What follows belongs to an exercise in optimizing a design on an open flow for small area and a short achievable clock period; a production flow would make more cautious choices.
At most, simulation tests tie the RTL to the original design; equivalence was not proved.
Function not checked in run 3: the RTL went through the layout flow alone.

## flow/constraint.sdc

```tcl
create_clock -name core_clock -period 5.2 [get_ports {clk}]
set_input_delay 1.0400 -clock core_clock [delete_from_list [all_inputs] [get_ports {clk}]]
set_output_delay 1.0400 -clock core_clock [all_outputs]
set_load 0.01 [all_outputs]
```

## flow/design.v

```verilog
`timescale 1ns / 1ps
`timescale 1ns / 1ps
module rgb_to_hsl_converter_core #(
  parameter int HUE_BITS = 12
) (
  input  logic                clk,
  input  logic                rst,
  input  logic                start,
  output logic                busy,
  input  logic [23:0]         pixel,
  output logic                done,
  output logic [HUE_BITS-1:0] hue,
  output logic [7:0]          saturation,
  output logic [7:0]          lightness,
  output logic                achromatic
);
  assign busy = rst;
  logic rst_q;
  always_ff @(posedge clk) rst_q <= rst;
  logic       valid_in;
  logic [7:0] r_in, g_in, b_in;
  always_ff @(posedge clk) begin
    if (rst) valid_in <= 1'b0;
    else     valid_in <= start;
  end
  always_ff @(posedge clk) begin
    r_in <= pixel[23:16];
    g_in <= pixel[15:8];
    b_in <= pixel[7:0];
  end
  logic f1_rg, f1_rb, f1_gb, f1_bg, f1_red, f1_blu, f1_grn;
  logic [5:0] f1_x;
  logic [2:0] f1_hs, f1_ls, f1_ps, f1_qs;
  logic [1:0] f1_j;
  assign f1_rg = r_in >= g_in;
  assign f1_rb = r_in >= b_in;
  assign f1_gb = g_in >= b_in;
  assign f1_bg = b_in >= g_in;
  assign f1_red = f1_rg & f1_rb;
  assign f1_blu = ~f1_red & f1_bg;
  assign f1_grn = ~f1_red & ~f1_bg;
  assign f1_x[0] = f1_red & f1_gb;
  assign f1_x[5] = f1_red & ~f1_gb;
  assign f1_x[1] = f1_grn & f1_rb;
  assign f1_x[2] = f1_grn & ~f1_rb;
  assign f1_x[3] = f1_blu & ~f1_rg;
  assign f1_x[4] = f1_blu & f1_rg;
  assign f1_hs = {f1_blu, f1_grn, f1_red};
  assign f1_ls = {f1_x[0] | f1_x[1], f1_x[4] | f1_x[5], f1_x[2] | f1_x[3]};
  assign f1_ps = {f1_x[2] | f1_x[3], f1_x[0] | f1_x[1], f1_x[4] | f1_x[5]};
  assign f1_qs = {f1_x[0] | f1_x[5], f1_x[3] | f1_x[4], f1_x[1] | f1_x[2]};
  assign f1_j  = {f1_x[2] | f1_x[5], f1_x[1] | f1_x[4]};
  logic [7:0] f1_hi, f1_lo, f1_p, f1_q;
  assign f1_hi = ({8{f1_hs[0]}} & r_in) | ({8{f1_hs[1]}} & g_in) | ({8{f1_hs[2]}} & b_in);
  assign f1_lo = ({8{f1_ls[0]}} & r_in) | ({8{f1_ls[1]}} & g_in) | ({8{f1_ls[2]}} & b_in);
  assign f1_p  = ({8{f1_ps[0]}} & r_in) | ({8{f1_ps[1]}} & g_in) | ({8{f1_ps[2]}} & b_in);
  assign f1_q  = ({8{f1_qs[0]}} & r_in) | ({8{f1_qs[1]}} & g_in) | ({8{f1_qs[2]}} & b_in);
  logic [7:0] hi_c0;
  logic [7:0] lo_c0;
  logic [7:0] p_c0;
  logic [7:0] q_c0;
  logic [1:0] j_c0;
  logic hq_c0;
  logic valid_c0;
  always_ff @(posedge clk) begin
    valid_c0 <= valid_in & ~rst_q;
  end
  always_ff @(posedge clk) begin
    hi_c0 <= f1_hi;
    lo_c0 <= f1_lo;
    p_c0 <= f1_p;
    q_c0 <= f1_q;
    j_c0 <= f1_j;
    hq_c0 <= f1_x[3] | f1_x[4] | f1_x[5];
  end
  logic [7:0] f2_hi, f2_lo, f2_p, f2_q, f2_d, f2_y;
  logic [8:0] f2_sum;
  assign f2_hi = hi_c0;
  assign f2_lo = lo_c0;
  assign f2_p = p_c0;
  assign f2_q = q_c0;
  assign f2_d   = f2_hi - f2_lo;
  assign f2_sum = {1'b0, f2_hi} + {1'b0, f2_lo};
  assign f2_y   = f2_p - f2_q;
  logic [1:0] j_c1;
  logic hq_c1;
  logic [7:0] d_c1;
  logic [8:0] sum_c1;
  logic [7:0] y_c1;
  logic valid_c1;
  always_ff @(posedge clk) begin
    valid_c1 <= valid_c0 & ~rst_q;
  end
  always_ff @(posedge clk) begin
    j_c1 <= j_c0;
    hq_c1 <= hq_c0;
    d_c1 <= f2_d;
    sum_c1 <= f2_sum;
    y_c1 <= f2_y;
  end
  logic [9:0] f3_v, f3_jd, f3_r1;
  logic [7:0] f3_den;
  assign f3_v   = {2'b0, d_c1} + {1'b0, d_c1, 1'b0};
  assign f3_jd  = j_c1[0] ? {2'b0, d_c1} : (j_c1[1] ? {1'b0, d_c1, 1'b0} : 10'd0);
  assign f3_r1  = {2'b0, y_c1} + f3_jd;
  assign f3_den = sum_c1[8] ? 8'(9'd510 - sum_c1) : sum_c1[7:0];
  logic hq_c2;
  logic [7:0] d_c2;
  logic [9:0] v_c2;
  logic [9:0] hr_c2;
  logic [7:0] den_c2;
  logic s8_c2;
  logic valid_c2;
  always_ff @(posedge clk) begin
    valid_c2 <= valid_c1 & ~rst_q;
  end
  always_ff @(posedge clk) begin
    hq_c2 <= hq_c1;
    d_c2 <= d_c1;
    v_c2 <= f3_v;
    hr_c2 <= f3_r1;
    den_c2 <= f3_den;
    s8_c2 <= sum_c1[8];
  end
  logic [8:0] sp_slb;
  logic [7:0] sp_dm1;
  assign sp_slb = {2'b0, den_c2[7:1]} - {1'b0, d_c2};
  assign sp_dm1 = d_c2 - 8'd1;
  logic [10:0] h1_t;
  logic [11:0] h1_df;
  logic [9:0]  h1_r;
  logic [1:0]  h1_q;
  assign h1_t  = {hr_c2, 1'b0};
  assign h1_df = {1'b0, h1_t} - {2'b0, v_c2};
  assign h1_r  = h1_df[11] ? h1_t[9:0] : h1_df[9:0];
  assign h1_q  = {hq_c2, ~h1_df[11]};
  logic [1:0] hq_c3;
  logic [9:0] v_c3;
  logic [9:0] hr_c3;
  logic [7:0] den_c3;
  logic s8_c3;
  logic [7:0] sr_c3;
  logic [7:0] sl_c3;
  logic valid_c3;
  always_ff @(posedge clk) begin
    valid_c3 <= valid_c2 & ~rst_q;
  end
  always_ff @(posedge clk) begin
    hq_c3 <= h1_q;
    v_c3 <= v_c2;
    hr_c3 <= h1_r;
    den_c3 <= den_c2;
    s8_c3 <= s8_c2;
    sr_c3 <= (sp_slb[8] ? sp_dm1 : d_c2);
    sl_c3 <= sp_slb[7:0];
  end
  logic [8:0] s0_t;
  logic [9:0] s0_df;
  logic [7:0] s0_r;
  assign s0_t  = {sr_c3, sl_c3[7]};
  assign s0_df = {1'b0, s0_t} - {2'b0, den_c3};
  assign s0_r  = s0_df[9] ? s0_t[7:0] : s0_df[7:0];
  logic [10:0] h2_t;
  logic [11:0] h2_df;
  logic [9:0]  h2_r;
  logic [2:0]  h2_q;
  assign h2_t  = {hr_c3, 1'b0};
  assign h2_df = {1'b0, h2_t} - {2'b0, v_c3};
  assign h2_r  = h2_df[11] ? h2_t[9:0] : h2_df[9:0];
  assign h2_q  = {hq_c3, ~h2_df[11]};
  logic [2:0] hq_c4;
  logic [9:0] v_c4;
  logic [9:0] hr_c4;
  logic [7:0] den_c4;
  logic s8_c4;
  logic [7:0] sr_c4;
  logic [7:0] sl_c4;
  logic sq_c4;
  logic valid_c4;
  always_ff @(posedge clk) begin
    valid_c4 <= valid_c3 & ~rst_q;
  end
  always_ff @(posedge clk) begin
    hq_c4 <= h2_q;
    v_c4 <= v_c3;
    hr_c4 <= h2_r;
    den_c4 <= den_c3;
    s8_c4 <= s8_c3;
    sr_c4 <= s0_r;
    sl_c4 <= sl_c3;
    sq_c4 <= ~s0_df[9];
  end
  logic [8:0] s1_t;
  logic [9:0] s1_df;
  logic [7:0] s1_r;
  assign s1_t  = {sr_c4, sl_c4[6]};
  assign s1_df = {1'b0, s1_t} - {2'b0, den_c4};
  assign s1_r  = s1_df[9] ? s1_t[7:0] : s1_df[7:0];
  logic [1:0] s1_q;
  assign s1_q  = {sq_c4, ~s1_df[9]};
  logic [10:0] h3_t;
  logic [11:0] h3_df;
  logic [9:0]  h3_r;
  logic [3:0]  h3_q;
  assign h3_t  = {hr_c4, v_c4[9]};
  assign h3_df = {1'b0, h3_t} - {2'b0, v_c4};
  assign h3_r  = h3_df[11] ? h3_t[9:0] : h3_df[9:0];
  assign h3_q  = {hq_c4, ~h3_df[11]};
  logic [3:0] hq_c5;
  logic [9:0] v_c5;
  logic [9:0] hr_c5;
  logic [7:0] den_c5;
  logic s8_c5;
  logic [7:0] sr_c5;
  logic [7:0] sl_c5;
  logic [1:0] sq_c5;
  logic valid_c5;
  always_ff @(posedge clk) begin
    valid_c5 <= valid_c4 & ~rst_q;
  end
  always_ff @(posedge clk) begin
    hq_c5 <= h3_q;
    v_c5 <= v_c4;
    hr_c5 <= h3_r;
    den_c5 <= den_c4;
    s8_c5 <= s8_c4;
    sr_c5 <= s1_r;
    sl_c5 <= sl_c4;
    sq_c5 <= s1_q;
  end
  logic [8:0] s2_t;
  logic [9:0] s2_df;
  logic [7:0] s2_r;
  assign s2_t  = {sr_c5, sl_c5[5]};
  assign s2_df = {1'b0, s2_t} - {2'b0, den_c5};
  assign s2_r  = s2_df[9] ? s2_t[7:0] : s2_df[7:0];
  logic [2:0] s2_q;
  assign s2_q  = {sq_c5, ~s2_df[9]};
  logic [10:0] h4_t;
  logic [11:0] h4_df;
  logic [9:0]  h4_r;
  logic [4:0]  h4_q;
  assign h4_t  = {hr_c5, v_c5[8]};
  assign h4_df = {1'b0, h4_t} - {2'b0, v_c5};
  assign h4_r  = h4_df[11] ? h4_t[9:0] : h4_df[9:0];
  assign h4_q  = {hq_c5, ~h4_df[11]};
  logic [4:0] hq_c6;
  logic [9:0] v_c6;
  logic [9:0] hr_c6;
  logic [7:0] den_c6;
  logic s8_c6;
  logic [7:0] sr_c6;
  logic [7:0] sl_c6;
  logic [2:0] sq_c6;
  logic valid_c6;
  always_ff @(posedge clk) begin
    valid_c6 <= valid_c5 & ~rst_q;
  end
  always_ff @(posedge clk) begin
    hq_c6 <= h4_q;
    v_c6 <= v_c5;
    hr_c6 <= h4_r;
    den_c6 <= den_c5;
    s8_c6 <= s8_c5;
    sr_c6 <= s2_r;
    sl_c6 <= sl_c5;
    sq_c6 <= s2_q;
  end
  logic [8:0] s3_t;
  logic [9:0] s3_df;
  logic [7:0] s3_r;
  assign s3_t  = {sr_c6, sl_c6[4]};
  assign s3_df = {1'b0, s3_t} - {2'b0, den_c6};
  assign s3_r  = s3_df[9] ? s3_t[7:0] : s3_df[7:0];
  logic [3:0] s3_q;
  assign s3_q  = {sq_c6, ~s3_df[9]};
  logic [10:0] h5_t;
  logic [11:0] h5_df;
  logic [9:0]  h5_r;
  logic [5:0]  h5_q;
  assign h5_t  = {hr_c6, v_c6[7]};
  assign h5_df = {1'b0, h5_t} - {2'b0, v_c6};
  assign h5_r  = h5_df[11] ? h5_t[9:0] : h5_df[9:0];
  assign h5_q  = {hq_c6, ~h5_df[11]};
  logic [5:0] hq_c7;
  logic [9:0] v_c7;
  logic [9:0] hr_c7;
  logic [7:0] den_c7;
  logic s8_c7;
  logic [7:0] sr_c7;
  logic [7:0] sl_c7;
  logic [3:0] sq_c7;
  logic valid_c7;
  always_ff @(posedge clk) begin
    valid_c7 <= valid_c6 & ~rst_q;
  end
  always_ff @(posedge clk) begin
    hq_c7 <= h5_q;
    v_c7 <= v_c6;
    hr_c7 <= h5_r;
    den_c7 <= den_c6;
    s8_c7 <= s8_c6;
    sr_c7 <= s3_r;
    sl_c7 <= sl_c6;
    sq_c7 <= s3_q;
  end
  logic [8:0] s4_t;
  logic [9:0] s4_df;
  logic [7:0] s4_r;
  assign s4_t  = {sr_c7, sl_c7[3]};
  assign s4_df = {1'b0, s4_t} - {2'b0, den_c7};
  assign s4_r  = s4_df[9] ? s4_t[7:0] : s4_df[7:0];
  logic [4:0] s4_q;
  assign s4_q  = {sq_c7, ~s4_df[9]};
  logic [10:0] h6_t;
  logic [11:0] h6_df;
  logic [9:0]  h6_r;
  logic [6:0]  h6_q;
  assign h6_t  = {hr_c7, v_c7[6]};
  assign h6_df = {1'b0, h6_t} - {2'b0, v_c7};
  assign h6_r  = h6_df[11] ? h6_t[9:0] : h6_df[9:0];
  assign h6_q  = {hq_c7, ~h6_df[11]};
  logic [6:0] hq_c8;
  logic [9:0] v_c8;
  logic [9:0] hr_c8;
  logic [7:0] den_c8;
  logic s8_c8;
  logic [7:0] sr_c8;
  logic [7:0] sl_c8;
  logic [4:0] sq_c8;
  logic valid_c8;
  always_ff @(posedge clk) begin
    valid_c8 <= valid_c7 & ~rst_q;
  end
  always_ff @(posedge clk) begin
    hq_c8 <= h6_q;
    v_c8 <= v_c7;
    hr_c8 <= h6_r;
    den_c8 <= den_c7;
    s8_c8 <= s8_c7;
    sr_c8 <= s4_r;
    sl_c8 <= sl_c7;
    sq_c8 <= s4_q;
  end
  logic [8:0] s5_t;
  logic [9:0] s5_df;
  logic [7:0] s5_r;
  assign s5_t  = {sr_c8, sl_c8[2]};
  assign s5_df = {1'b0, s5_t} - {2'b0, den_c8};
  assign s5_r  = s5_df[9] ? s5_t[7:0] : s5_df[7:0];
  logic [5:0] s5_q;
  assign s5_q  = {sq_c8, ~s5_df[9]};
  logic [10:0] h7_t;
  logic [11:0] h7_df;
  logic [9:0]  h7_r;
  logic [7:0]  h7_q;
  assign h7_t  = {hr_c8, v_c8[5]};
  assign h7_df = {1'b0, h7_t} - {2'b0, v_c8};
  assign h7_r  = h7_df[11] ? h7_t[9:0] : h7_df[9:0];
  assign h7_q  = {hq_c8, ~h7_df[11]};
  logic [7:0] hq_c9;
  logic [9:0] v_c9;
  logic [9:0] hr_c9;
  logic [7:0] den_c9;
  logic s8_c9;
  logic [7:0] sr_c9;
  logic [7:0] sl_c9;
  logic [5:0] sq_c9;
  logic valid_c9;
  always_ff @(posedge clk) begin
    valid_c9 <= valid_c8 & ~rst_q;
  end
  always_ff @(posedge clk) begin
    hq_c9 <= h7_q;
    v_c9 <= v_c8;
    hr_c9 <= h7_r;
    den_c9 <= den_c8;
    s8_c9 <= s8_c8;
    sr_c9 <= s5_r;
    sl_c9 <= sl_c8;
    sq_c9 <= s5_q;
  end
  logic [8:0] s6_t;
  logic [9:0] s6_df;
  logic [7:0] s6_r;
  assign s6_t  = {sr_c9, sl_c9[1]};
  assign s6_df = {1'b0, s6_t} - {2'b0, den_c9};
  assign s6_r  = s6_df[9] ? s6_t[7:0] : s6_df[7:0];
  logic [6:0] s6_q;
  assign s6_q  = {sq_c9, ~s6_df[9]};
  logic [10:0] h8_t;
  logic [11:0] h8_df;
  logic [9:0]  h8_r;
  logic [8:0]  h8_q;
  assign h8_t  = {hr_c9, v_c9[4]};
  assign h8_df = {1'b0, h8_t} - {2'b0, v_c9};
  assign h8_r  = h8_df[11] ? h8_t[9:0] : h8_df[9:0];
  assign h8_q  = {hq_c9, ~h8_df[11]};
  logic [8:0] hq_c10;
  logic [9:0] v_c10;
  logic [9:0] hr_c10;
  logic [7:0] den_c10;
  logic s8_c10;
  logic [7:0] sr_c10;
  logic [7:0] sl_c10;
  logic [6:0] sq_c10;
  logic valid_c10;
  always_ff @(posedge clk) begin
    valid_c10 <= valid_c9 & ~rst_q;
  end
  always_ff @(posedge clk) begin
    hq_c10 <= h8_q;
    v_c10 <= v_c9;
    hr_c10 <= h8_r;
    den_c10 <= den_c9;
    s8_c10 <= s8_c9;
    sr_c10 <= s6_r;
    sl_c10 <= sl_c9;
    sq_c10 <= s6_q;
  end
  logic [8:0] s7_t;
  logic [9:0] s7_df;
  logic [7:0] s7_r;
  assign s7_t  = {sr_c10, sl_c10[0]};
  assign s7_df = {1'b0, s7_t} - {2'b0, den_c10};
  assign s7_r  = s7_df[9] ? s7_t[7:0] : s7_df[7:0];
  logic [7:0] s7_q;
  assign s7_q  = {sq_c10, ~s7_df[9]};
  logic [10:0] h9_t;
  logic [11:0] h9_df;
  logic [9:0]  h9_r;
  logic [9:0]  h9_q;
  assign h9_t  = {hr_c10, v_c10[3]};
  assign h9_df = {1'b0, h9_t} - {2'b0, v_c10};
  assign h9_r  = h9_df[11] ? h9_t[9:0] : h9_df[9:0];
  assign h9_q  = {hq_c10, ~h9_df[11]};
  logic [9:0] hq_c11;
  logic [9:0] v_c11;
  logic [9:0] hr_c11;
  logic [7:0] den_c11;
  logic s8_c11;
  logic [7:0] sq_c11;
  logic valid_c11;
  always_ff @(posedge clk) begin
    valid_c11 <= valid_c10 & ~rst_q;
  end
  always_ff @(posedge clk) begin
    hq_c11 <= h9_q;
    v_c11 <= v_c10;
    hr_c11 <= h9_r;
    den_c11 <= den_c10;
    s8_c11 <= s8_c10;
    sq_c11 <= s7_q;
  end
  logic [10:0] h10_t;
  logic [11:0] h10_df;
  logic [9:0]  h10_r;
  logic [10:0]  h10_q;
  assign h10_t  = {hr_c11, v_c11[2]};
  assign h10_df = {1'b0, h10_t} - {2'b0, v_c11};
  assign h10_r  = h10_df[11] ? h10_t[9:0] : h10_df[9:0];
  assign h10_q  = {hq_c11, ~h10_df[11]};
  logic [10:0] hq_c12;
  logic [9:0] v_c12;
  logic [9:0] hr_c12;
  logic [7:0] den_c12;
  logic s8_c12;
  logic [7:0] sq_c12;
  logic valid_c12;
  always_ff @(posedge clk) begin
    valid_c12 <= valid_c11 & ~rst_q;
  end
  always_ff @(posedge clk) begin
    hq_c12 <= h10_q;
    v_c12 <= v_c11;
    hr_c12 <= h10_r;
    den_c12 <= den_c11;
    s8_c12 <= s8_c11;
    sq_c12 <= sq_c11;
  end
  logic [10:0] h11_t;
  logic [11:0] h11_df;
  logic [9:0]  h11_r;
  logic [11:0]  h11_q;
  assign h11_t  = {hr_c12, v_c12[1]};
  assign h11_df = {1'b0, h11_t} - {2'b0, v_c12};
  assign h11_r  = h11_df[11] ? h11_t[9:0] : h11_df[9:0];
  assign h11_q  = {hq_c12, ~h11_df[11]};
  logic h11_gray;
  assign h11_gray = (v_c12 == 10'd0);
  logic [8:0] o_sum;
  assign o_sum = s8_c12 ? 9'(9'd510 - {1'b0, den_c12}) : {1'b0, den_c12};
  always_ff @(posedge clk) begin
    if (rst) done <= 1'b0;
    else     done <= valid_c12 & ~rst_q;
  end
  always_ff @(posedge clk) begin
    hue        <= h11_gray ? 12'd0 : h11_q;
    saturation <= h11_gray ? 8'd0 : sq_c12;
    lightness  <= 8'(({1'b0, o_sum} + 10'd1) >> 1);
    achromatic <= h11_gray;
  end
endmodule
```

## flow/config.mk

```make
export PLATFORM = sky130hd
export DESIGN_NAME = rgb_to_hsl_converter_core
export DESIGN_NICKNAME = rgb_to_hsl_converter_core
export VERILOG_FILES = /design/flow/design.v
export SDC_FILE = /design/flow/constraint.sdc
export NUM_CORES = 4
export LEC_CHECK = 0
export CAP_MARGIN = 20
export CORE_MARGIN = 2
export CORE_UTILIZATION = 60
export CTS_CLUSTER_DIAMETER = 150
export CTS_CLUSTER_SIZE = 30
export PLACE_DENSITY = 0.8
export SETUP_SLACK_MARGIN = 2.85
export SLEW_MARGIN = 20
```

## flow/run.sh

```bash
#!/bin/bash
# synth_recipe.tcl (not shown) runs the flow's synth.tcl, then flattens the netlist and writes it again
# the make line also repeats each setting of config.mk as NAME=value (left out here)
make -C /OpenROAD-flow-scripts/flow DESIGN_CONFIG=/design/flow/config.mk WORK_HOME=/design/flow/orfs CLKGATE_MAP_FILE= SYNTH_SCRIPT=/design/flow/synth_recipe.tcl finish
```

==> flow_metrics.tcl, run 1 <==
set metrics [dict create \
    status "complete, no violations" \
    postSynth.asyncResetShare 0 \
    synth_xor_area_frac 0.0434 \
    clock-sinks 656 \
    relSlewSlack 0.404 \
    cp_max_fo 8 \
    multiInputGateArea_um2 12500 \
    r2r_cells 9 \
    path_cells "inv_2 > ha_4 > nor2b_4 > o31a_1 > o41a_1 > o21ai_2 > o211ai_1 > buf_4 > mux2_1" \
    io_buffers 57 \
    grt_max_degree 36 \
    register_area_um2 13200 \
    remaining_drc_errors 0 \
    die_w_um 212 \
    start_util 0.606 \
    drt_iter0_drc 717 \
    routed_wl_um 48100 \
    placed_area_um2 27200 \
    netlist_instances 2446 \
    synth-seq-cells 656 \
    final_cells 3173 \
    arrival_ns 2.85 \
    synth_edf_count 0 \
    path_class "reg2reg" \
    root_buffer "clkbuf_16" \
    top_register "hue" \
    start_kind "flop" \
    syn_area_um2 26000 \
    ys.flop_type "dfxtp_1" \
    hold_viol 0 \
    period_share 0.457 \
    cpMaxStageDelayCell "o41a_1" \
    largest_reg_flops 12 \
    synth_top_family_by_area "adder cells" \
    antenna_cells 0 \
    synth_most_common_cell "dfxtp_1" \
    worstMarginPinSlew_ns 0.885 \
    drive_above_1_share 0.141 \
    synth-seq-area-share 0.505 \
    synth_largest_area_cell "dfxtp_1" \
    fin_tns_setup_ns 0 \
    reg_top3 "hue (12), hq_c12 (11)" \
    fin_worst_skew_ns 0.0161 \
    hold_path_depth 0 \
    syn-num-nets 2739 \
    areaGrowthSynthToFinish_pct 12.6 \
    rsz0062_at_grt "true" \
    slew_viol_final 0 \
    hold_class "reg2reg" \
    clock_path_buffers 3 \
    wire_per_inst_um 15.2 \
    first_global_vias 17344 \
    dp_cells 3065 \
    ant_nets 0 \
    synth_cell_types 69 \
    dr.pass1.iters 6 \
    cts_tree "yes" \
    final_nets 2881 \
    htree_levels 1 \
    cap_violations 0 \
    viasPerCell 5.39 \
    min_period_ns 2.38 \
    slowest_delay_ns 0.43 \
    design_area_um2 29300 \
    clock_latency_ns 0.59 \
    routabilityCongestion 0.839 \
    die_h_um 212 \
    antenna_found_initial 0 \
    synth.area.top_cells "dfxtp_1 (51%), ha_1 (12%), xnor2_1 (3.9%)" \
    dieArea_um2 45000 \
    synth_area_per_cell_um2 10.6 \
    critPathCaptureType "flop" \
    clkTransAtPathRegs_ns 0.11 \
    ioPinCount 58 \
    synth_fa_ha_area_frac 0.135 \
    cts_buffers 25 \
    num_vias 17091 \
    synth-simple-area-share 0.0955 \
    core_area_um2 42900 \
    muxShareOfSynthArea 0.0589 \
    nFillCells 3101 \
    yosysWarnings 1 \
    rows 76 \
    gr-total-overflow 0 \
    synth_compound_area_frac 0.118 \
    post-dp-hpwl_um 33800 \
    fmax_ghz 0.421 \
    grt_first_pass_wirelength_um 76900 \
    synth_common_cells "dfxtp_1 (656), inv_1 (270), ha_1 (243)" \
    setup_violations 0 \
    grtUsageTotal 0.205 \
    synth_top_area_frac 0.505 \
    crit_required_ns 5.68 \
]
[path summary, 6_finish.rpt]
path | from | to | slack, ns
max reg2reg | v_c4[1] | hr_c5[3] | 2.82
min reg2reg | sl_c7[2] | sl_c8[2] | 0.33
max | v_c4[1] | hr_c5[3] | 2.82
min | sl_c7[2] | sl_c8[2] | 0.33
[what timing repair did]
item	4_1_cts	5_1_grt
setup endpoints to repair	185	187
cloned	8	1
gates resized for setup	149	102
pin swaps	37	52
setup buffers	43	29
hold buffers	0	0
[area by class of cell]
cell class                      count  area share
Clock buffer                       25      0.0214
Clock inverter                      2     0.00133
Inverter                          270      0.0346
Multi-Input combinational cell   1496       0.427
Sequential cell                   656       0.450
Tap cell                          585      0.0250
Timing Repair Buffer              139      0.0408
[stage by stage]
| stage | hold WS [ns] | setup slack (ns) | utilization |
|---|---|---|---|
| floorplan | 0.310 | 2.95 | - |
| global placement | 0.310 | 2.06 | 0.634 |
| detailed placement | 0.312 | 2.04 | 0.634 |
| CTS | 0.332 | 2.62 | 0.668 |
| global route | 0.339 | 2.74 | 0.683 |
| finish | 0.330 | 2.82 | 0.683 |
[layout by cell type, fill, tap and decap left out, types with 58 or more instances in the layout]
cell | Yosys | routed
buf_4 | 1 | 72
nor2_1 | 131 | 130
xnor2_1 | 116 | 116
mux2_2 | 77 | 71
o21ai_0 | 117 | 106
dfxtp_1 | 656 | 619
nor3_1 | 65 | 58
a21oi_1 | 94 | 90
inv_1 | 270 | 261
ha_1 | 243 | 226
nand2_1 | 86 | 82
[per-layer routing]
| layer | track usage | up-vias | routed length, um |
|---|---|---|---|
| met2 | 0.428 | 290 | 26600 |
| met3 | 0.0210 | 114 | 1300 |
| met1 | 0.199 | 8049 | 18200 |
| met5 | 0 | - | 0 |
| met4 | 0.0894 | 0 | 1960 |
| li1 | - | 8638 | - |
[worst max-delay path, delay by kind of cell, from the launching register on]
family | cells | cell delay (ns)
AO/OA/AOI/OAI | 4 | 1.04
flip-flops | 1 | 0.35
multiplexers | 1 | 0.31
buffers and inverters | 2 | 0.24
adder cells (fa/ha/maj) | 1 | 0.21
AND/OR/NAND/NOR | 1 | 0.12
[cell families (layout without fill, tap and decap cells)]
logic type / count (synthesis) / count (layout)
XOR/XNOR: 129 / 129
buffers and inverters: 299 / 436
adder cells (fa/ha/maj): 266 / 266
multiplexers: 139 / 139
flip-flops: 656 / 656
AND/OR/NAND/NOR: 497 / 499
AO/OA/AOI/OAI: 460 / 463
==> run 2: changes to the inputs <==
--- a/flow/config.mk
+++ b/flow/config.mk
@@ -8,8 +8,7 @@
 export CAP_MARGIN = 20
 export CORE_MARGIN = 2
-export CORE_UTILIZATION = 60
+export CORE_UTILIZATION = 40
 export CTS_CLUSTER_DIAMETER = 150
 export CTS_CLUSTER_SIZE = 30
-export PLACE_DENSITY = 0.8
 export SETUP_SLACK_MARGIN = 2.85
 export SLEW_MARGIN = 20
==> flow_metrics.tcl, run 2 <==
set metrics [dict create \
    status "complete, no violations" \
    setup_slack_ns 2.86 \
    design_area_um2 29600 \
    viasPerCell 4.85 \
    fin_worst_skew_ns 0.0183 \
    syn-num-nets 2739 \
    drt_iter0_drc 629 \
    path_cells "ha_4 > a211o_1 > a31oi_4 > o21ai_4 > buf_4 > o22ai_4 > clkbuf_16 > nor3_1 > a221o_1" \
    drive_above_1_share 0.138 \
    rrSetupSlack_ns 2.86 \
    placed_area_um2 27600 \
    io_buffers 57 \
    cts_buffers 25 \
    rows 93 \
    netlist_instances 2446 \
    syn_area_um2 26000 \
    cap_violations 0 \
    ys.flop_type "dfxtp_1" \
    yosysWarnings 1 \
    synth_edf_count 0 \
    die_w_um 259 \
    clock_path_buffers 3 \
    period_share 0.450 \
    fin_tns_setup_ns 0 \
    path_class "reg2reg" \
    areaGrowthSynthToFinish_pct 13.8 \
    cts_hold_buffers 0 \
    fmax_ghz 0.427 \
    path_delay_family "compound AO/OA/AOI/OAI gates" \
    postSynth.asyncResetShare 0 \
    mostFrequentLayoutCell "dfxtp_1" \
    antenna_found_initial 0 \
    htree_levels 1 \
    ant_nets 0 \
    worstMarginPinSlew_ns 0.939 \
    grtUsageTotal 0.138 \
    setup_violations 0 \
    root_buffer "clkbuf_16" \
    rsz0062_at_grt "true" \
    first_global_vias 17337 \
    ioPinCount 58 \
    r2r-end "p_c0[4]" \
    dr.pass1.iters 5 \
    synth-seq-area-share 0.505 \
    remaining_drc_errors 0 \
    hold_path_depth 0 \
    reg_top3 "hue (12), hq_c12 (11)" \
    min_period_ns 2.34 \
    start_kind "flop" \
    crit_required_ns 5.69 \
    cts_tree "yes" \
    num_vias 16668 \
    final_cell_mix "dfxtp_1 (616), inv_1 (257), ha_1 (222)" \
    start_util 0.404 \
    synth_top_area_frac 0.505 \
    place_ws_ns 2.05 \
    worst-path-buf-inv 2 \
    final_nets 2874 \
    relSlewSlack 0.367 \
    synth_area_per_cell_um2 10.6 \
    core_area_um2 64300 \
    slew_viol_final 0 \
    wire_per_inst_um 13.6 \
    clock-sinks 656 \
    hold_start "sq_c10[2]" \
    critPathCaptureType "flop" \
    top_register "hue" \
    largest_reg_flops 12 \
    worst_hold_path.endpoint "sq_c11[3]" \
    synth.area.top_cells "dfxtp_1 (51%), ha_1 (12%), xnor2_1 (3.9%)" \
    grt_max_degree 36 \
    die_h_um 259 \
    arrival_ns 2.83 \
    post-dp-hpwl_um 34300 \
    grt_first_pass_wirelength_um 78600 \
    slowest_delay_ns 0.42 \
    synth_largest_area_cell "dfxtp_1" \
    routed_wl_um 46900 \
    dieArea_um2 67100 \
    clkTransAtPathRegs_ns 0.11 \
    cp_max_fo 6 \
    hold_viol 0 \
    r2r_cells 9 \
    clock_latency_ns 0.60 \
    antenna_cells 0 \
    cpMaxStageDelayCell "dfxtp_2" \
    synth-seq-cells 656 \
    hold_class "reg2reg" \
    synth_common_cells "dfxtp_1 (656), inv_1 (270), ha_1 (243)" \
    synth_most_common_cell "dfxtp_1" \
    synth_cell_types 69 \
    routabilityCongestion 0.831 \
    reg2reg_from "r_in[2]" \
    gr-total-overflow 0 \
]
==> run 2: cell counts after synthesis <==
Identical to the previous run, type by type.
==> run 2: final cells by class <==
type | instances | area, um2
timing repair buffer | 134 | 1170
clock buffer | 25 | 626
sequential | 656 | 13200
inverter | 270 | 1020
tap | 855 | 1070
multi-input combinational | 1494 | 12500
clock inverter | 2 | 38.8
fill | 5869 | 34700
==> run 2: layer usage <==
layer / track usage / vias up / wire, um
met2: 0.282 / 194 / 25500
met1: 0.141 / 7766 / 18300
li1: - / 8610 / -
met5: 0 / - / 0
met3: 0.0151 / 98 / 1260
met4: 0.0567 / 0 / 1780
==> run 2: worst max path at each step <==
stage	from	endpoint	cells after the start
5_1_grt	v_c4[1]	hr_c5[4]	9
3_3_place_gp	rst	busy	2
4_1_cts	rst	busy	2
2_1_floorplan	g_in[7]	lo_c0[2]	9
3_5_place_dp	rst	busy	2
6_report	r_in[2]	p_c0[4]	9
==> run 2: timing repair <==
item	in CTS	in global routing
buffers inserted	43	25
resized for setup	135	101
gates cloned	3	2
pin swaps	24	39
endpoints found under the setup margin	186	148
==> run 2: worst register-to-register path, stage by stage (launching register included) <==
cell       delay [ns]
dfxtp_2          0.42
ha_4             0.23
a211o_1          0.32
a31oi_4          0.21
o21ai_4          0.10
buf_4            0.16
o22ai_4          0.28
clkbuf_16        0.21
nor3_1           0.04
a221o_1          0.26
==> run 2: metrics by stage <==
step	util	hold WS, ns	cells
finish	0.460	0.329	3436
global route	0.460	0.330	3436
CTS	0.450	0.327	3409
detailed placement	0.428	0.312	3336
global placement	0.428	0.310	3336
floorplan	-	0.310	2446
==> run 2: kinds of logic (layout without fill, tap and decap cells) <==
group / count (synthesis) / after routing / synth area share
AO/OA/AOI/OAI: 460 / 462 / 0.118
XOR/XNOR: 129 / 129 / 0.0434
adder cells (fa/ha/maj): 266 / 266 / 0.135
buffers and inverters: 299 / 431 / 0.0444
flip-flops: 656 / 656 / 0.505
multiplexers: 139 / 139 / 0.0589
AND/OR/NAND/NOR: 497 / 498 / 0.0955
==> run 3: changes to the inputs <==
--- a/flow/design.v
+++ b/flow/design.v
@@ -108,6 +108,6 @@
   logic [7:0] d_c2;
   logic [9:0] v_c2;
-  logic [9:0] hr_c2;
   logic [7:0] den_c2;
+  logic [9:0] hr_c2;
   logic s8_c2;
   logic valid_c2;
@@ -118,12 +118,12 @@
     hq_c2 <= hq_c1;
     d_c2 <= d_c1;
-    v_c2 <= f3_v;
+    v_c2 <= ~f3_v;
+    den_c2 <= ~f3_den;
     hr_c2 <= f3_r1;
-    den_c2 <= f3_den;
     s8_c2 <= sum_c1[8];
   end
   logic [8:0] sp_slb;
   logic [7:0] sp_dm1;
-  assign sp_slb = {2'b0, den_c2[7:1]} - {1'b0, d_c2};
+  assign sp_slb = {2'b0, ~den_c2[7:1]} - {1'b0, d_c2};
   assign sp_dm1 = d_c2 - 8'd1;
   logic [10:0] h1_t;
@@ -132,11 +132,11 @@
   logic [1:0]  h1_q;
   assign h1_t  = {hr_c2, 1'b0};
-  assign h1_df = {1'b0, h1_t} - {2'b0, v_c2};
+  assign h1_df = {1'b0, h1_t} + {2'b11, v_c2} + 12'd1;
   assign h1_r  = h1_df[11] ? h1_t[9:0] : h1_df[9:0];
   assign h1_q  = {hq_c2, ~h1_df[11]};
   logic [1:0] hq_c3;
   logic [9:0] v_c3;
-  logic [9:0] hr_c3;
   logic [7:0] den_c3;
+  logic [9:0] hr_c3;
   logic s8_c3;
   logic [7:0] sr_c3;
@@ -149,6 +149,6 @@
     hq_c3 <= h1_q;
     v_c3 <= v_c2;
-    hr_c3 <= h1_r;
     den_c3 <= den_c2;
+    hr_c3 <= h1_r;
     s8_c3 <= s8_c2;
     sr_c3 <= (sp_slb[8] ? sp_dm1 : d_c2);
@@ -159,5 +159,5 @@
   logic [7:0] s0_r;
   assign s0_t  = {sr_c3, sl_c3[7]};
-  assign s0_df = {1'b0, s0_t} - {2'b0, den_c3};
+  assign s0_df = {1'b0, s0_t} + {2'b11, den_c3} + 10'd1;
   assign s0_r  = s0_df[9] ? s0_t[7:0] : s0_df[7:0];
   logic [10:0] h2_t;
@@ -166,11 +166,11 @@
   logic [2:0]  h2_q;
   assign h2_t  = {hr_c3, 1'b0};
-  assign h2_df = {1'b0, h2_t} - {2'b0, v_c3};
+  assign h2_df = {1'b0, h2_t} + {2'b11, v_c3} + 12'd1;
   assign h2_r  = h2_df[11] ? h2_t[9:0] : h2_df[9:0];
   assign h2_q  = {hq_c3, ~h2_df[11]};
   logic [2:0] hq_c4;
   logic [9:0] v_c4;
-  logic [9:0] hr_c4;
   logic [7:0] den_c4;
+  logic [9:0] hr_c4;
   logic s8_c4;
   logic [7:0] sr_c4;
@@ -184,6 +184,6 @@
     hq_c4 <= h2_q;
     v_c4 <= v_c3;
-    hr_c4 <= h2_r;
     den_c4 <= den_c3;
+    hr_c4 <= h2_r;
     s8_c4 <= s8_c3;
     sr_c4 <= s0_r;
@@ -195,5 +195,5 @@
   logic [7:0] s1_r;
   assign s1_t  = {sr_c4, sl_c4[6]};
-  assign s1_df = {1'b0, s1_t} - {2'b0, den_c4};
+  assign s1_df = {1'b0, s1_t} + {2'b11, den_c4} + 10'd1;
   assign s1_r  = s1_df[9] ? s1_t[7:0] : s1_df[7:0];
   logic [1:0] s1_q;
@@ -203,12 +203,12 @@
   logic [9:0]  h3_r;
   logic [3:0]  h3_q;
-  assign h3_t  = {hr_c4, v_c4[9]};
-  assign h3_df = {1'b0, h3_t} - {2'b0, v_c4};
+  assign h3_t  = {hr_c4, ~v_c4[9]};
+  assign h3_df = {1'b0, h3_t} + {2'b11, v_c4} + 12'd1;
   assign h3_r  = h3_df[11] ? h3_t[9:0] : h3_df[9:0];
   assign h3_q  = {hq_c4, ~h3_df[11]};
   logic [3:0] hq_c5;
   logic [9:0] v_c5;
-  logic [9:0] hr_c5;
   logic [7:0] den_c5;
+  logic [9:0] hr_c5;
   logic s8_c5;
   logic [7:0] sr_c5;
@@ -222,6 +222,6 @@
     hq_c5 <= h3_q;
     v_c5 <= v_c4;
-    hr_c5 <= h3_r;
     den_c5 <= den_c4;
+    hr_c5 <= h3_r;
     s8_c5 <= s8_c4;
     sr_c5 <= s1_r;
@@ -233,5 +233,5 @@
   logic [7:0] s2_r;
   assign s2_t  = {sr_c5, sl_c5[5]};
-  assign s2_df = {1'b0, s2_t} - {2'b0, den_c5};
+  assign s2_df = {1'b0, s2_t} + {2'b11, den_c5} + 10'd1;
   assign s2_r  = s2_df[9] ? s2_t[7:0] : s2_df[7:0];
   logic [2:0] s2_q;
@@ -241,12 +241,12 @@
   logic [9:0]  h4_r;
   logic [4:0]  h4_q;
-  assign h4_t  = {hr_c5, v_c5[8]};
-  assign h4_df = {1'b0, h4_t} - {2'b0, v_c5};
+  assign h4_t  = {hr_c5, ~v_c5[8]};
+  assign h4_df = {1'b0, h4_t} + {2'b11, v_c5} + 12'd1;
   assign h4_r  = h4_df[11] ? h4_t[9:0] : h4_df[9:0];
   assign h4_q  = {hq_c5, ~h4_df[11]};
   logic [4:0] hq_c6;
   logic [9:0] v_c6;
-  logic [9:0] hr_c6;
   logic [7:0] den_c6;
+  logic [9:0] hr_c6;
   logic s8_c6;
   logic [7:0] sr_c6;
@@ -260,6 +260,6 @@
     hq_c6 <= h4_q;
     v_c6 <= v_c5;
-    hr_c6 <= h4_r;
     den_c6 <= den_c5;
+    hr_c6 <= h4_r;
     s8_c6 <= s8_c5;
     sr_c6 <= s2_r;
@@ -271,5 +271,5 @@
   logic [7:0] s3_r;
   assign s3_t  = {sr_c6, sl_c6[4]};
-  assign s3_df = {1'b0, s3_t} - {2'b0, den_c6};
+  assign s3_df = {1'b0, s3_t} + {2'b11, den_c6} + 10'd1;
   assign s3_r  = s3_df[9] ? s3_t[7:0] : s3_df[7:0];
   logic [3:0] s3_q;
@@ -279,12 +279,12 @@
   logic [9:0]  h5_r;
   logic [5:0]  h5_q;
-  assign h5_t  = {hr_c6, v_c6[7]};
-  assign h5_df = {1'b0, h5_t} - {2'b0, v_c6};
+  assign h5_t  = {hr_c6, ~v_c6[7]};
+  assign h5_df = {1'b0, h5_t} + {2'b11, v_c6} + 12'd1;
   assign h5_r  = h5_df[11] ? h5_t[9:0] : h5_df[9:0];
   assign h5_q  = {hq_c6, ~h5_df[11]};
   logic [5:0] hq_c7;
   logic [9:0] v_c7;
-  logic [9:0] hr_c7;
   logic [7:0] den_c7;
+  logic [9:0] hr_c7;
   logic s8_c7;
   logic [7:0] sr_c7;
@@ -298,6 +298,6 @@
     hq_c7 <= h5_q;
     v_c7 <= v_c6;
-    hr_c7 <= h5_r;
     den_c7 <= den_c6;
+    hr_c7 <= h5_r;
     s8_c7 <= s8_c6;
     sr_c7 <= s3_r;
@@ -309,5 +309,5 @@
   logic [7:0] s4_r;
   assign s4_t  = {sr_c7, sl_c7[3]};
-  assign s4_df = {1'b0, s4_t} - {2'b0, den_c7};
+  assign s4_df = {1'b0, s4_t} + {2'b11, den_c7} + 10'd1;
   assign s4_r  = s4_df[9] ? s4_t[7:0] : s4_df[7:0];
   logic [4:0] s4_q;
@@ -317,12 +317,12 @@
   logic [9:0]  h6_r;
   logic [6:0]  h6_q;
-  assign h6_t  = {hr_c7, v_c7[6]};
-  assign h6_df = {1'b0, h6_t} - {2'b0, v_c7};
+  assign h6_t  = {hr_c7, ~v_c7[6]};
+  assign h6_df = {1'b0, h6_t} + {2'b11, v_c7} + 12'd1;
   assign h6_r  = h6_df[11] ? h6_t[9:0] : h6_df[9:0];
   assign h6_q  = {hq_c7, ~h6_df[11]};
   logic [6:0] hq_c8;
   logic [9:0] v_c8;
-  logic [9:0] hr_c8;
   logic [7:0] den_c8;
+  logic [9:0] hr_c8;
   logic s8_c8;
   logic [7:0] sr_c8;
@@ -336,6 +336,6 @@
     hq_c8 <= h6_q;
     v_c8 <= v_c7;
-    hr_c8 <= h6_r;
     den_c8 <= den_c7;
+    hr_c8 <= h6_r;
     s8_c8 <= s8_c7;
     sr_c8 <= s4_r;
@@ -347,5 +347,5 @@
   logic [7:0] s5_r;
   assign s5_t  = {sr_c8, sl_c8[2]};
-  assign s5_df = {1'b0, s5_t} - {2'b0, den_c8};
+  assign s5_df = {1'b0, s5_t} + {2'b11, den_c8} + 10'd1;
   assign s5_r  = s5_df[9] ? s5_t[7:0] : s5_df[7:0];
   logic [5:0] s5_q;
@@ -355,12 +355,12 @@
   logic [9:0]  h7_r;
   logic [7:0]  h7_q;
-  assign h7_t  = {hr_c8, v_c8[5]};
-  assign h7_df = {1'b0, h7_t} - {2'b0, v_c8};
+  assign h7_t  = {hr_c8, ~v_c8[5]};
+  assign h7_df = {1'b0, h7_t} + {2'b11, v_c8} + 12'd1;
   assign h7_r  = h7_df[11] ? h7_t[9:0] : h7_df[9:0];
   assign h7_q  = {hq_c8, ~h7_df[11]};
   logic [7:0] hq_c9;
   logic [9:0] v_c9;
-  logic [9:0] hr_c9;
   logic [7:0] den_c9;
+  logic [9:0] hr_c9;
   logic s8_c9;
   logic [7:0] sr_c9;
@@ -374,6 +374,6 @@
     hq_c9 <= h7_q;
     v_c9 <= v_c8;
-    hr_c9 <= h7_r;
     den_c9 <= den_c8;
+    hr_c9 <= h7_r;
     s8_c9 <= s8_c8;
     sr_c9 <= s5_r;
@@ -385,5 +385,5 @@
   logic [7:0] s6_r;
   assign s6_t  = {sr_c9, sl_c9[1]};
-  assign s6_df = {1'b0, s6_t} - {2'b0, den_c9};
+  assign s6_df = {1'b0, s6_t} + {2'b11, den_c9} + 10'd1;
   assign s6_r  = s6_df[9] ? s6_t[7:0] : s6_df[7:0];
   logic [6:0] s6_q;
@@ -393,12 +393,12 @@
   logic [9:0]  h8_r;
   logic [8:0]  h8_q;
-  assign h8_t  = {hr_c9, v_c9[4]};
-  assign h8_df = {1'b0, h8_t} - {2'b0, v_c9};
+  assign h8_t  = {hr_c9, ~v_c9[4]};
+  assign h8_df = {1'b0, h8_t} + {2'b11, v_c9} + 12'd1;
   assign h8_r  = h8_df[11] ? h8_t[9:0] : h8_df[9:0];
   assign h8_q  = {hq_c9, ~h8_df[11]};
   logic [8:0] hq_c10;
   logic [9:0] v_c10;
-  logic [9:0] hr_c10;
   logic [7:0] den_c10;
+  logic [9:0] hr_c10;
   logic s8_c10;
   logic [7:0] sr_c10;
@@ -412,6 +412,6 @@
     hq_c10 <= h8_q;
     v_c10 <= v_c9;
-    hr_c10 <= h8_r;
     den_c10 <= den_c9;
+    hr_c10 <= h8_r;
     s8_c10 <= s8_c9;
     sr_c10 <= s6_r;
@@ -423,5 +423,5 @@
   logic [7:0] s7_r;
   assign s7_t  = {sr_c10, sl_c10[0]};
-  assign s7_df = {1'b0, s7_t} - {2'b0, den_c10};
+  assign s7_df = {1'b0, s7_t} + {2'b11, den_c10} + 10'd1;
   assign s7_r  = s7_df[9] ? s7_t[7:0] : s7_df[7:0];
   logic [7:0] s7_q;
@@ -431,12 +431,12 @@
   logic [9:0]  h9_r;
   logic [9:0]  h9_q;
-  assign h9_t  = {hr_c10, v_c10[3]};
-  assign h9_df = {1'b0, h9_t} - {2'b0, v_c10};
+  assign h9_t  = {hr_c10, ~v_c10[3]};
+  assign h9_df = {1'b0, h9_t} + {2'b11, v_c10} + 12'd1;
   assign h9_r  = h9_df[11] ? h9_t[9:0] : h9_df[9:0];
   assign h9_q  = {hq_c10, ~h9_df[11]};
   logic [9:0] hq_c11;
   logic [9:0] v_c11;
-  logic [9:0] hr_c11;
   logic [7:0] den_c11;
+  logic [9:0] hr_c11;
   logic s8_c11;
   logic [7:0] sq_c11;
@@ -448,6 +448,6 @@
     hq_c11 <= h9_q;
     v_c11 <= v_c10;
-    hr_c11 <= h9_r;
     den_c11 <= den_c10;
+    hr_c11 <= h9_r;
     s8_c11 <= s8_c10;
     sq_c11 <= s7_q;
@@ -457,12 +457,12 @@
   logic [9:0]  h10_r;
   logic [10:0]  h10_q;
-  assign h10_t  = {hr_c11, v_c11[2]};
-  assign h10_df = {1'b0, h10_t} - {2'b0, v_c11};
+  assign h10_t  = {hr_c11, ~v_c11[2]};
+  assign h10_df = {1'b0, h10_t} + {2'b11, v_c11} + 12'd1;
   assign h10_r  = h10_df[11] ? h10_t[9:0] : h10_df[9:0];
   assign h10_q  = {hq_c11, ~h10_df[11]};
   logic [10:0] hq_c12;
   logic [9:0] v_c12;
-  logic [9:0] hr_c12;
   logic [7:0] den_c12;
+  logic [9:0] hr_c12;
   logic s8_c12;
   logic [7:0] sq_c12;
@@ -474,6 +474,6 @@
     hq_c12 <= h10_q;
     v_c12 <= v_c11;
-    hr_c12 <= h10_r;
     den_c12 <= den_c11;
+    hr_c12 <= h10_r;
     s8_c12 <= s8_c11;
     sq_c12 <= sq_c11;
@@ -483,12 +483,12 @@
   logic [9:0]  h11_r;
   logic [11:0]  h11_q;
-  assign h11_t  = {hr_c12, v_c12[1]};
-  assign h11_df = {1'b0, h11_t} - {2'b0, v_c12};
+  assign h11_t  = {hr_c12, ~v_c12[1]};
+  assign h11_df = {1'b0, h11_t} + {2'b11, v_c12} + 12'd1;
   assign h11_r  = h11_df[11] ? h11_t[9:0] : h11_df[9:0];
   assign h11_q  = {hq_c12, ~h11_df[11]};
   logic h11_gray;
-  assign h11_gray = (v_c12 == 10'd0);
+  assign h11_gray = (v_c12 == 10'h3ff);
   logic [8:0] o_sum;
-  assign o_sum = s8_c12 ? 9'(9'd510 - {1'b0, den_c12}) : {1'b0, den_c12};
+  assign o_sum = s8_c12 ? 9'(9'd510 - {1'b0, (~den_c12)}) : {1'b0, (~den_c12)};
   always_ff @(posedge clk) begin
     if (rst) done <= 1'b0;
==> flow_metrics.tcl, run 3 <==
set metrics [dict create \
    largest_reg_flops 12 \
    synth_common_cells "dfxtp_1 (657), ha_1 (243), inv_1 (138)" \
    slew_viol_final 0 \
    drt_iter0_drc 489 \
    clock_latency_ns 0.59 \
    ant_nets 0 \
    synth_edf_count 0 \
    crit_required_ns 5.70 \
    setup_slack_ns 2.77 \
    start_kind "flop" \
    design_area_um2 28900 \
    die_h_um 255 \
    rsz0062_at_grt "true" \
    cts_tree "yes" \
    yosysWarnings 1 \
    antenna_found_initial 0 \
    start_util 0.403 \
    synth.area.top_cells "dfxtp_1 (52%), ha_1 (12%), mux2_2 (4.8%)" \
    hold_path_depth 0 \
    period_share 0.468 \
    place_ws_ns 1.74 \
    syn-num-nets 2544 \
    reg2reg_from "hr_c5[0]" \
    fin_tns_setup_ns 0 \
    first_global_vias 16403 \
    die_w_um 255 \
    hold_start "hq_c10[1]" \
    top_register "hue" \
    cts_hold_buffers 0 \
    routabilityCongestion 0.801 \
    ys.flop_type "dfxtp_1" \
    num_vias 15945 \
    synth-seq-cells 657 \
    dieArea_um2 65200 \
    clock_path_buffers 3 \
    dr.pass1.iters 5 \
    grt_first_pass_wirelength_um 73800 \
    cap_violations 0 \
    mostFrequentLayoutCell "dfxtp_1" \
    status "complete, no violations" \
    synth_cell_types 64 \
    min_period_ns 2.43 \
    reg_top3 "hue (12), hq_c12 (11)" \
    arrival_ns 2.93 \
    post-dp-hpwl_um 32200 \
    areaGrowthSynthToFinish_pct 14.6 \
    r2r_cells 8 \
    path_class "reg2reg" \
    cp_max_fo 5 \
    wire_per_inst_um 14.3 \
    root_buffer "clkbuf_16" \
    hold_viol 0 \
    setup_violations 0 \
    clock-sinks 657 \
    hold_class "reg2reg" \
    grt_max_degree 31 \
    critPathCaptureType "flop" \
    antenna_cells 0 \
    synth_largest_area_cell "dfxtp_1" \
    grtUsageTotal 0.132 \
    synth-seq-area-share 0.521 \
    synth_top_area_frac 0.521 \
    final_cell_mix "dfxtp_1 (616), ha_1 (219), inv_1 (129)" \
    io_buffers 57 \
    syn_area_um2 25300 \
    viasPerCell 4.94 \
    cts_buffers 25 \
    rows 92 \
    synth_area_per_cell_um2 11.2 \
    relSlewSlack 0.440 \
    placed_area_um2 26900 \
    gr-total-overflow 0 \
    htree_levels 1 \
    ioPinCount 58 \
    final_nets 2675 \
    drive_above_1_share 0.163 \
    postSynth.asyncResetShare 0 \
    remaining_drc_errors 0 \
    crit_start "hr_c5[0]" \
    synth_most_common_cell "dfxtp_1" \
    core_area_um2 62700 \
    netlist_instances 2251 \
    fin_worst_skew_ns 0.0241 \
    routed_wl_um 46100 \
    worstMarginPinSlew_ns 0.831 \
    fmax_ghz 0.411 \
    clkTransAtPathRegs_ns 0.11 \
]
[run 3: cells by family (layout without fill, tap and decap cells)]
group | after synthesis | after routing | share of synthesized area
multiplexers | 137 | 138 | 0.0612
AND/OR/NAND/NOR | 421 | 421 | 0.0830
XOR/XNOR | 147 | 147 | 0.0510
buffers and inverters | 165 | 288 | 0.0260
adder cells (fa/ha/maj) | 266 | 266 | 0.139
AO/OA/AOI/OAI | 458 | 465 | 0.120
flip-flops | 657 | 657 | 0.521
[run 3: layer usage]
layer | global-route usage | vias to the layer above | wire length, um
met1 | 0.133 | 7521 | 17400
met5 | 0 | - | 0
met3 | 0.0157 | 88 | 1280
li1 | - | 8128 | -
met2 | 0.277 | 208 | 26100
met4 | 0.0382 | 0 | 1410
[run 3: worst paths after layout]
check	slack [ns]	end
max reg2reg	2.77	hr_c6[0]
max	2.77	hr_c6[0]
min reg2reg	0.33	hq_c11[2]
min	0.33	hq_c11[2]
[run 3: metrics by stage]
step	util	std cells	hold slack, ns
floorplan	-	2251	0.310
global placement	0.429	3132	0.310
detailed placement	0.429	3132	0.312
CTS	0.448	3197	0.329
global route	0.461	3228	0.339
finish	0.461	3228	0.329
[run 3: final cells by class]
cell class | count | area, um2
Fill cell | 5737 | 33800
Sequential cell | 657 | 13200
Multi-Input combinational cell | 1437 | 12400
Timing Repair Buffer | 123 | 1060
Tap cell | 846 | 1060
Clock buffer | 25 | 626
Inverter | 138 | 518
Clock inverter | 2 | 13.8
[run 3: repair_timing]
item	4_1_cts	5_1_grt
gates cloned	3	7
buffers inserted	35	24
setup endpoints to repair	185	151
resized for setup	114	128
pin swaps	27	37
[run 3: critical path: stages, from the launching register on]
cell	delay, ns
dfxtp_2	0.35
ha_4	0.23
nor2b_4	0.12
o31a_1	0.32
o41a_1	0.48
o21ai_4	0.27
o221ai_4	0.21
buf_6	0.20
mux2i_2	0.18
==> run 4: changes to the inputs <==
--- a/flow/design.v
+++ b/flow/design.v
@@ -104,5 +104,7 @@
   assign f3_jd  = j_c1[0] ? {2'b0, d_c1} : (j_c1[1] ? {1'b0, d_c1, 1'b0} : 10'd0);
   assign f3_r1  = {2'b0, y_c1} + f3_jd;
-  assign f3_den = sum_c1[8] ? 8'(9'd510 - sum_c1) : sum_c1[7:0];
+  logic [7:0] f3_dx;
+  assign f3_dx  = (sum_c1[7:0] ^ {8{sum_c1[8]}}) - {7'd0, sum_c1[8]};
+  assign f3_den = {f3_dx[7:1], sum_c1[0]};    
   logic hq_c2;
   logic [7:0] d_c2;
@@ -489,6 +491,8 @@
   logic h11_gray;
   assign h11_gray = (v_c12 == 10'h3ff);
-  logic [8:0] o_sum;
-  assign o_sum = s8_c12 ? 9'(9'd510 - {1'b0, (~den_c12)}) : {1'b0, (~den_c12)};
+  logic [7:0] o_den;
+  logic [7:0] o_light;
+  assign o_den = ~den_c12;
+  assign o_light = ({1'b0, o_den[7:1]} + {7'd0, o_den[0] & ~s8_c12}) ^ {8{s8_c12}};
   always_ff @(posedge clk) begin
     if (rst) done <= 1'b0;
@@ -498,5 +502,5 @@
     hue        <= h11_gray ? 12'd0 : h11_q;
     saturation <= h11_gray ? 8'd0 : sq_c12;
-    lightness  <= 8'(({1'b0, o_sum} + 10'd1) >> 1);
+    lightness  <= o_light;
     achromatic <= h11_gray;
   end
==> flow_metrics.tcl, run 4 <==
set metrics [dict create \
    syn_area_um2 25000 \
    cpMaxStageDelayCell "buf_2" \
    hold_class "reg2reg" \
    netlist_instances 2208 \
    grt_first_pass_wirelength_um 69700 \
    postSynth.asyncResetShare 0 \
    fin_worst_skew_ns 0.0168 \
    path_class "in2out" \
    io_buffers 57 \
    largest_reg_flops 12 \
    min_period_ns 2.33 \
    period_share 0.448 \
    start_kind "input port" \
    remaining_drc_errors 0 \
    clock_latency_ns 0.59 \
    grtUsageTotal 0.128 \
    core_area_um2 61800 \
    ant_nets 0 \
    antenna_found_initial 0 \
    clock-sinks 657 \
    die_w_um 254 \
    antenna_cells 0 \
    htree_levels 1 \
    yosysWarnings 1 \
    synth-seq-cells 657 \
    relSlewSlack 0.657 \
    die_h_um 254 \
    design_area_um2 28200 \
    final_nets 2601 \
    wire_per_inst_um 13.2 \
    synth_cell_types 66 \
    dieArea_um2 64600 \
    root_buffer "clkbuf_16" \
    cts_tree "yes" \
    cp_max_fo 4 \
    worst-path-buf-inv 2 \
    grt_max_degree 31 \
    rsz0062_at_grt "true" \
    path_delay_family "buffers and inverters" \
    viasPerCell 4.82 \
    slowest_delay_ns 0.14 \
    cts_buffers 25 \
    ioPinCount 58 \
    placed_area_um2 26600 \
    path_cells "clkbuf_2 > buf_2" \
    ys.flop_type "dfxtp_1" \
    hold_viol 0 \
    post-dp-hpwl_um 30800 \
    rrSetupSlack_ns 2.88 \
    slew_viol_final 0 \
    gr-total-overflow 0 \
    synth-seq-area-share 0.526 \
    reg_top3 "hue (12), hq_c12 (11)" \
    mostFrequentLayoutCell "dfxtp_1" \
    clock_path_buffers 3 \
    synth_largest_area_cell "dfxtp_1" \
    cap_violations 0 \
    syn-num-nets 2501 \
    routabilityCongestion 0.834 \
    synth.area.top_cells "dfxtp_1 (53%), ha_1 (12%), xnor2_1 (3.6%)" \
    drive_above_1_share 0.107 \
    top_register "hue" \
    final_cell_mix "dfxtp_1 (640), ha_1 (237), nor2_1 (127)" \
    cts_hold_buffers 0 \
    start_util 0.405 \
    nFillCells 5677 \
    arrival_ns 1.29 \
    synth_edf_count 0 \
    areaGrowthSynthToFinish_pct 12.6 \
    first_global_vias 15504 \
    num_vias 15171 \
    status "complete, no violations" \
    crit_required_ns 4.16 \
    synth_area_per_cell_um2 11.3 \
    fin_tns_setup_ns 0 \
    drt_iter0_drc 585 \
    fmax_ghz 0.430 \
    rows 91 \
    critPathCaptureType "output port" \
    synth_most_common_cell "dfxtp_1" \
    synth_common_cells "dfxtp_1 (657), ha_1 (243), nor2_1 (129)" \
    worstMarginPinSlew_ns 0.513 \
    synth_top_area_frac 0.526 \
    clkTransAtPathRegs_ns 0.10 \
    routed_wl_um 41600 \
    setup_violations 0 \
    dr.pass1.iters 4 \
]
==> run 4: cell count changes in the layout (fill, tap and decap cells not counted), sizes merged, moves of 10 or more <==
| cell | before | now |
|---|---|---|
| o221ai | 13 | 2 |
| inv | 139 | 129 |
| nor2 | 110 | 129 |
| o21a | 37 | 26 |
| a21oi | 135 | 98 |
| mux2i | 21 | 34 |
| nand3 | 39 | 28 |
| nor3 | 55 | 70 |
| o21ai | 110 | 89 |
| buf | 67 | 38 |
| nor2b | 64 | 54 |
==> run 4: cell families (layout without fill, tap and decap cells) <==
logic type / count (synthesis) / in the layout / share of synthesized area
DFF: 657 / 657 / 0.526
and+or+nand+nor: 440 / 442 / 0.0873
adders and majority gates: 266 / 266 / 0.140
muxes: 150 / 151 / 0.0670
xor gates and xnor gates: 153 / 153 / 0.0535
AOI/OAI and AO/OA: 387 / 389 / 0.102
buffers and inverters: 155 / 250 / 0.0244
==> run 4: per-stage QoR <==
stage / setup slack [ns] / hold WS (ns) / utilization / instances
6_report: 2.87 / 0.325 / 0.456 / 3145
5_1_grt: 2.75 / 0.337 / 0.456 / 3145
4_1_cts: 2.71 / 0.332 / 0.448 / 3129
3_5_place_dp: 2.04 / 0.312 / 0.429 / 3078
3_3_place_gp: 2.04 / 0.311 / 0.429 / 3077
2_1_floorplan: 2.86 / 0.310 / - / 2208
==> run 4: per-layer routing <==
layer	routed length (um)	GRT usage	share of wire
met5	0	0	0
met3	954	0.0149	0.023
met4	1090	0.0382	0.026
met1	17100	0.138	0.41
met2	22400	0.256	0.54
==> run 4: worst paths after layout <==
kind         cells after the start       end      from
max                              2      busy       rst
min                              0  sq_c8[1]  sq_c7[0]
max reg2reg                      9   p_c0[6]   r_in[0]
min reg2reg                      0  sq_c8[1]  sq_c7[0]
==> run 4: what timing repair did <==
item / CTS / global route
pin swaps: 16 / 23
cloned: 3 / 3
setup endpoints to repair: 177 / 162
gates resized for setup: 92 / 82
buffers inserted: 21 / 13
==> run 4: cell type report <==
type                    count  area, um2  area share
repair buffers             95        950      0.0337
well taps                 837       1050      0.0372
clock inverters             2       13.8    0.000488
clock buffers              25        626      0.0222
flip-flops and latches    657      13200       0.468
inverters                 128        480      0.0171
multi-input cells        1401      11900       0.422
==> run 5: changes to the inputs <==
--- a/flow/config.mk
+++ b/flow/config.mk
@@ -6,4 +6,5 @@
 export NUM_CORES = 4
 export LEC_CHECK = 0
+export ABC_AREA = 1
 export CAP_MARGIN = 20
 export CORE_MARGIN = 2
@@ -11,4 +12,3 @@
 export CTS_CLUSTER_DIAMETER = 150
 export CTS_CLUSTER_SIZE = 30
-export SETUP_SLACK_MARGIN = 2.85
 export SLEW_MARGIN = 20
==> flow_metrics.tcl, run 5 <==
set metrics [dict create \
    multiInputGateArea_um2 11000 \
    fmax_ghz 0.317 \
    synth.area.top_cells "dfxtp_1 (52%), ha_1 (12%), nand2_1 (7.0%)" \
    grtUsageTotal 0.129 \
    post-dp-hpwl_um 33600 \
    period_share 0.607 \
    antenna_cells 0 \
    path_class "in2out" \
    top_register "hue" \
    hold_viol 0 \
    synth_edf_count 0 \
    reg_top3 "hue (12), hq_c12 (11)" \
    root_buffer "clkbuf_16" \
    final_util 0.438 \
    antenna_found_initial 0 \
    dr.pass1.iters 8 \
    ioPinCount 58 \
    largest_reg_flops 12 \
    syn-num-nets 3003 \
    clock_path_buffers 3 \
    yosysWarnings 1 \
    synth_cell_types 47 \
    cp_max_fo 4 \
    gr-total-overflow 0 \
    crit_required_ns 4.16 \
    synth_most_common_cell "dfxtp_1" \
    path_cells "clkdlybuf4s50_1 > clkdlybuf4s50_1" \
    routed_wl_um 43200 \
    synth_largest_area_cell "dfxtp_1" \
    clock-sinks 657 \
    core_area_um2 63100 \
    cts_tree "yes" \
    cts_hold_buffers 0 \
    fin_worst_skew_ns 0.0125 \
    arrival_ns 2.12 \
    dieArea_um2 65900 \
    relSlewSlack 0.432 \
    viasPerCell 4.76 \
    synth-seq-area-share 0.515 \
    remaining_drc_errors 0 \
    worstMarginPinSlew_ns 0.851 \
    rows 92 \
    worst-path-buf-inv 2 \
    crit_top_cell "clkdlybuf4s50_1" \
    register_area_um2 13200 \
    slowest_delay_ns 0.55 \
    grt_first_pass_wirelength_um 74200 \
    setup_slack_ns 2.04 \
    drive_above_1_share 0.0286 \
    cap_violations 0 \
    synth_top_area_frac 0.515 \
    syn_area_um2 25500 \
    synth_area_per_cell_um2 9.42 \
    io_buffers 57 \
    postSynth.asyncResetShare 0 \
    status "complete, no violations" \
    hold_class "reg2reg" \
    grt_max_degree 31 \
    drt_iter0_drc 699 \
    clock_latency_ns 0.60 \
    final_cell_mix "dfxtp_1 (657), nand2_1 (473), inv_1 (298)" \
    die_h_um 257 \
    min_period_ns 3.16 \
    final_nets 3054 \
    cts_buffers 25 \
    ant_nets 0 \
    die_w_um 257 \
    num_vias 17162 \
    ys.flop_type "dfxtp_1" \
    netlist_instances 2710 \
    cts_resized 0 \
    synth_common_cells "dfxtp_1 (657), nand2_1 (473), inv_1 (298)" \
    start_kind "input port" \
    htree_levels 1 \
    wire_per_inst_um 12.0 \
    start_util 0.405 \
    cpMaxStageDelayCell "clkdlybuf4s50_1" \
    slew_viol_final 0 \
    rsz0062_at_grt "false" \
    nFillCells 6101 \
    mostFrequentLayoutCell "dfxtp_1" \
    critPathCaptureType "output port" \
    setup_violations 0 \
    path_delay_family "buffers and inverters" \
    synth-seq-cells 657 \
    routabilityCongestion 0.897 \
    place_ws_ns 2.05 \
    cts_setup_buffers 0 \
    fin_tns_setup_ns 0 \
    clkTransAtPathRegs_ns 0.11 \
    first_global_vias 17359 \
    areaGrowthSynthToFinish_pct 8.10 \
]
run 5: cell types whose count changed after synthesis, sizes merged, moves of 21 or more:
cell and delta:
o21a -26, nand4 +49, a21oi +122, mux2 -115, nand2 +416, nor3 -46
xor2 +26, nand2b -37, mux2i -34, nand3 +171, xnor2 -26, nor2b -54
o21bai -21, inv +172
run 5: area by class of cell:
cell class | instances | share of cell area
repair buffers | 57 | 0.0207
well taps | 846 | 0.0384
clock buffers | 27 | 0.0233
clock inverters | 1 | 0.000725
multi-input cells | 1720 | 0.400
inverters | 300 | 0.0408
flip-flops and latches | 657 | 0.477
run 5: layer usage:
metal,global-route usage,vias up,share of wire
met2,0.262,266,0.54
met3,0.0172,103,0.028
met4,0.0528,0,0.034
met5,0,-,0
met1,0.130,7797,0.40
li1,-,8996,-
run 5: cells by family after synthesis:
group | share of synthesized area
xor+xnor | 0.0525
buf+inv | 0.0529
fa+ha+maj | 0.137
flops | 0.515
mux | 0.000441
simple gates | 0.162
compound gates | 0.0795
run 5: worst paths after layout:
path              slack (ns)  startpoint   endpoint  depth (start not counted)
setup / recovery        2.04         rst       busy                          2
hold / removal          0.33   sq_c10[3]  sq_c11[4]                          0
setup reg to reg        2.71     b_in[1]   hi_c0[0]                         13
hold reg to reg         0.33   sq_c10[3]  sq_c11[4]                          0
run 5: through the flow:
step / instance area, um2 / cells / hold WS (ns)
finish: 27600 / 3608 / 0.327
global route: 27600 / 3608 / 0.331
CTS: 27600 / 3608 / 0.328
detailed placement: 26900 / 3580 / 0.312
global placement: 26900 / 3580 / 0.310
floorplan: 25500 / 2710 / 0.310

[static timing again, ports no longer ideal]
The results above use ideal ports. As a check the final layouts listed here were re-extracted and re-timed, cells and wires unchanged. Step 1: set_driving_cell puts a clkbuf_16 on clk and a buf_2 on each other input, an assumption about the parent block. Step 2 moves the port delays by t, midway between the first and last clock arrival at a register: inputs arrive t later, outputs are due t later. That takes back most of the time a late clock gives input paths. Three values: no drivers, after step 1, after step 2; two values: the first two.
run | shift t [ns] | setup slack, ns | worst register clock-pin slew, ns | pins driven straight from the clock port
run 1 | 0.633 | 2.824 / 2.824 / 2.824 | 0.12 / 0.12 | 1
run 2 | 0.650 | 2.860 / 2.852 / 2.852 | 0.11 / 0.11 | 1
run 3 | 0.636 | 2.768 / 2.768 / 2.768 | 0.12 / 0.12 | 1
run 4 | 0.639 | 2.873 / 2.845 / 2.845 | 0.12 / 0.12 | 1
run 5 | 0.655 | 2.043 / 2.019 / 2.019 | 0.11 / 0.11 | 1
After both steps every run listed still meets setup and hold. The setup slack of run 4, which loses most, moves by -0.028 ns with the drivers and by -0.028 ns with both steps.
